What follows belongs to an exercise in optimizing a design on an open flow for small area, a short achievable clock period and few clock cycles per item; a production flow would make more cautious choices. Only simulation tests tie the RTL to the original design; equivalence was not proved.

==> flow/design.v, too long to show whole: its modules and the start of the top module <==
// module drum_fa: 10 lines
// module drum_ha: 9 lines
// module node_update: 1524 lines
// module node_lap_0101: 509 lines
// module node_lap_0110: 509 lines
// module node_lap_0111: 563 lines
// module node_lap_1001: 509 lines
// module node_lap_1010: 509 lines
// module node_lap_1011: 563 lines
// module node_lap_1101: 563 lines
// module node_lap_1110: 563 lines
// module node_lap_1111: 568 lines
// module drum_patch: 366 lines
module drum_patch
(
	input  logic        clock,
	input  logic        reset,
	input  logic        run,
	input  drum_pkg::node_t       rho,
	input  logic        host_we,
	input  logic        host_re,
	input  drum_pkg::plane_role_e host_role,
	input  drum_pkg::node_addr_t  host_addr,
	input  drum_pkg::node_t       host_wdata,
	output logic        host_rvalid,
	output drum_pkg::node_t       host_rdata,
	output logic        sweep_done,
	output logic        busy
);
  // ...
==> flow/run.sh <==
#!/bin/bash
# synth_recipe.tcl (not shown) runs the flow's synth.tcl, then flattens the netlist and writes it again
# the make line also repeats each setting of config.mk as NAME=value (left out here)
make -C /OpenROAD-flow-scripts/flow DESIGN_CONFIG=/design/flow/config.mk WORK_HOME=/design/flow/orfs CLKGATE_MAP_FILE= SYNTH_SCRIPT=/design/flow/synth_recipe.tcl finish
==> flow/config.mk <==
export PLATFORM = sky130hd
export DESIGN_NAME = drum_patch
export DESIGN_NICKNAME = drum_patch
export VERILOG_FILES = /design/flow/design.v
export SDC_FILE = /design/flow/constraint.sdc
export NUM_CORES = 4
export LEC_CHECK = 0
export CAP_MARGIN = 20
export CORE_MARGIN = 2
export CORE_UTILIZATION = 50
export PLACE_DENSITY = 0.65
export SETUP_SLACK_MARGIN = 4
export SLEW_MARGIN = 20
export SYNTH_HIERARCHICAL = 1
export SYNTH_MINIMUM_KEEP_SIZE = 0
==> flow/constraint.sdc <==
create_clock -name core_clock -period 15.0 [get_ports {clock}]
set_input_delay 3.0000 -clock core_clock [delete_from_list [all_inputs] [get_ports {clock}]]
set_output_delay 3.0000 -clock core_clock [all_outputs]
set_load 0.01 [all_outputs]
==> summary.txt, run 1 <==
status=finished clean; Reg2Reg Setup Slack=4310 ps; Worst Tran Pin Value=1300 ps; clkbuf count=166; cts repair resizes=0; Max Cap Viol=0; Routed WL=982 mm; placed cell count=29.4k; CP endpoint=cur_q[200]; share of cells above drive strength 1=7.58%; Clock Skews=152 ps; GP Congestion=1.02; # fillers=42.8k; global-route wire length before repair=1420 mm; Place WS=4470 ps; mean routed wirelength per cell=33.0 um; multi-input logic area=196,000 sq um; core area=460,000 sq um; clk slew on worst S/H paths=70 ps; Critical Path Sink Type=flop; worst setup path startpoint=cur_q[132]; clock sink count=918; Util after Layout=52.0%
Testbench counts, summed over its fixed seeds: cycles 136, sweeps 128.
==> run 2: changes to the inputs <==
--- a/flow/config.mk
+++ b/flow/config.mk
@@ -9,7 +9,7 @@
 export CORE_MARGIN = 2
 export CORE_UTILIZATION = 50
 export PLACE_DENSITY = 0.65
-export SETUP_SLACK_MARGIN = 4
+export SETUP_SLACK_MARGIN = 5
 export SLEW_MARGIN = 20
 export SYNTH_HIERARCHICAL = 1
 export SYNTH_MINIMUM_KEEP_SIZE = 0
==> run 2 against run 1 <==
Effect of this change: fmax grew 8.4%; first-iteration DRC count is 0.98% higher; non-clock buffer count grew 58; global-route usage about the same; still clean; highest routed layer unchanged; via count is essentially flat; design area is 0.49% higher; flip-flop and latch count stayed put; die area unchanged; register-to-register slack better by 830 ps.
==> summary.txt, run 2 <==
FF+latch area=18,700 sq um (about the same); Startpoint Class=flop (unchanged); number of cell rows=249 (unchanged); routed via count=206k (about the same); Clock Skews=144 ps (was 152 ps); largest registers=cur_q: 288 flops, next_q: 288 flops, prev_q: 288 flops (unchanged); Slew headroom=13.3% (was 12.7%); Vias per Instance=6.90 (was 6.92); number of global-route vias before repair=204k (about the same); H-tree depth=3 (unchanged); Max Cap Viol=0 (unchanged); Die ar.=467,000 sq um (unchanged); Routed WL=984 mm (was 982 mm); clock sink count=918 (unchanged); hold buffer count at CTS=0 (unchanged); core area=460,000 sq um (unchanged); GP Congestion=1.02 (unchanged); cts bufs inserted=124 (unchanged); global-route wire length before repair=1420 mm (about the same); Initial DRC Count=28.2k (was 27.9k); worst min path class=flop to flop (unchanged); commonest non-fill, non-tap cells in the layout=xnor2_1, fa_1, a22oi_1, ha_1, a21oi_1 (unchanged); met3 wire len=132 mm (was 131 mm); Worst Tran Pin Value=1290 ps (was 1300 ps); highest routed layer=met5 (unchanged); Syn Nets=30.0k (unchanged); gr ovfl total=0 (unchanged); multi-input logic area=196,000 sq um (about the same); die width=683 um (unchanged); min Tclk post-route=9860 ps (was 10,690 ps); met2 routed WL=412 mm (about the same); Mapped Cells=25.1k (unchanged); # fillers=42.7k (was 42.8k); DP Wirelength=674 mm (unchanged); Critical Path Sink Type=flop (unchanged); TritonCTS clock tree=done (unchanged); CP required=15,730 ps (was 15,820 ps); fin crit share=65.7% (was 71.3%); I/O pin cnt=68 (unchanged); DRC=0 (unchanged); area grow syn2layout=4.17% (was 3.67%); Worst path max stage delay=1150 ps (was 960 ps); RSZ-0062 raised after global routing=yes (was no); Final Max Tran Viols=0 (unchanged); nets@finish=28.4k (about the same); f_max=101 MHz (was 93.5 MHz); status=finished clean (unchanged); Synth Cell Area=231,000 sq um (unchanged); all-layer global routing usage=40.6% (about the same); Post-Route M1 WL=363 mm (about the same); die span in y=683 um (unchanged); pin count of the biggest net entering global routing=144 (unchanged); crit path DAT=10,590 ps (was 11,510 ps); mean routed wirelength per cell=33.0 um (about the same); clk slew on worst S/H paths=60 ps (was 70 ps); Pre-Repair DR Iteration Count=7 (was 10); Clock Tree Root=clkbuf_16 (unchanged); Most common cell on crit path=fa_1 (unchanged); commonest non-fill, non-tap cell in the layout=xnor2_1 (unchanged); setup violators final=0 (unchanged); maximum fanout along the worst path=18 (unchanged); antenna violations before repair=81 (was 79); highest-delay cell along the critical path=dfxtp_1 (unchanged); Max Buffers Root-to-Sink=4 (unchanged); antenna-violating nets left=0 (unchanged); final hold viol count=0 (unchanged); share of cells above drive strength 1=8.30% (was 7.58%); critical setup path kind=flop to flop (unchanged); Port Buffer Count=67 (unchanged); synth warn=7 (unchanged); Initial Util=50.2% (unchanged); TNS Setup=0 ps (unchanged); clock latency (worst-skew pair)=990 ps (about the same); Avg Inst Size Synth=9.20 sq um (unchanged)
==> run 2: worst max-delay path: cells and delay by family (launching register included) <==
family | cells | cell delay (ps)
AO/OA/AOI/OAI | 15 | 3470
XOR/XNOR | 2 | 380
adder cells (fa/ha/maj) | 8 | 3730
buffers and inverters | 2 | 480
flip-flops | 1 | 1150
multiplexers | 1 | 190
AND/OR/NAND/NOR | 1 | 290
==> run 2: routing by layer <==
layer	global-route usage, %	vias to the layer above
li1	-	84100
met1	51.2	103000
met2	59.2	15500
met3	13.6	3536
met4	27.0	50
met5	0	-
==> run 2: through the flow <==
step	setup slack (ps)	area [sq um]	cells	utilization [%]	hold slack [ps]
detailed placement	4470	234000	29400	51.0	452
global placement	4530	234000	29400	51.0	428
floorplan	5820	231000	25100	-	421
global route	4960	240000	29800	52.2	481
finish	5140	240000	29800	52.3	474
CTS	5000	239000	29700	51.9	467
==> run 2: layout make-up <==
cell class | instances | share of cell area [%]
tap | 6149 | 3.20
clock inverter | 60 | 0.302
timing repair buffer | 929 | 3.38
inverter | 1266 | 1.98
multi-input combinational | 20200 | 81.7
clock buffer | 166 | 1.47
sequential | 918 | 7.80
antenna | 120 | 0.125
==> run 2: worst paths after layout <==
check / from / to / slack (ps) / cells after the start
min: rd_q / host_rvalid / 470 / 1
min reg2reg: rd_q / host_rvalid / 470 / 1
max: cur_q[55] / cur_q[62] / 5140 / 29
max reg2reg: cur_q[55] / cur_q[62] / 5140 / 29
==> run 2: timing repair <==
action                     CTS  global route
setup endpoints to repair  264           288
pin swaps                    2            30
setup buffers                2            56
gates cloned                 0             8
gates resized for setup     42           153

## port drivers added, routing unchanged
No port has a modelled driver above. Below, the same layouts with a new extraction and two added sets of constraints. Step 1 (the two cells are an assumption about what drives the block):
set clk [get_ports {clock}]
set_driving_cell -lib_cell sky130_fd_sc_hd__clkbuf_16 $clk
set_driving_cell -lib_cell sky130_fd_sc_hd__buf_2 [delete_from_list [all_inputs] $clk]
Step 2 moves the port delays by t, midway between the first and last clock arrival at a register: inputs arrive t later, outputs are due t later. That takes back most of the time a late clock gives input paths. a / b / c = ideal ports / drivers / drivers and shift; a / b = the first two.
run | shift t [ns] | slack for setup (ns) | worst setup path at the end
run 1 | 1.014 | 4.309 / 4.309 / 4.309 | register to register
run 2 | 1.016 | 5.138 / 5.138 / 5.138 | register to register
After both steps setup and hold are still met in every run listed.
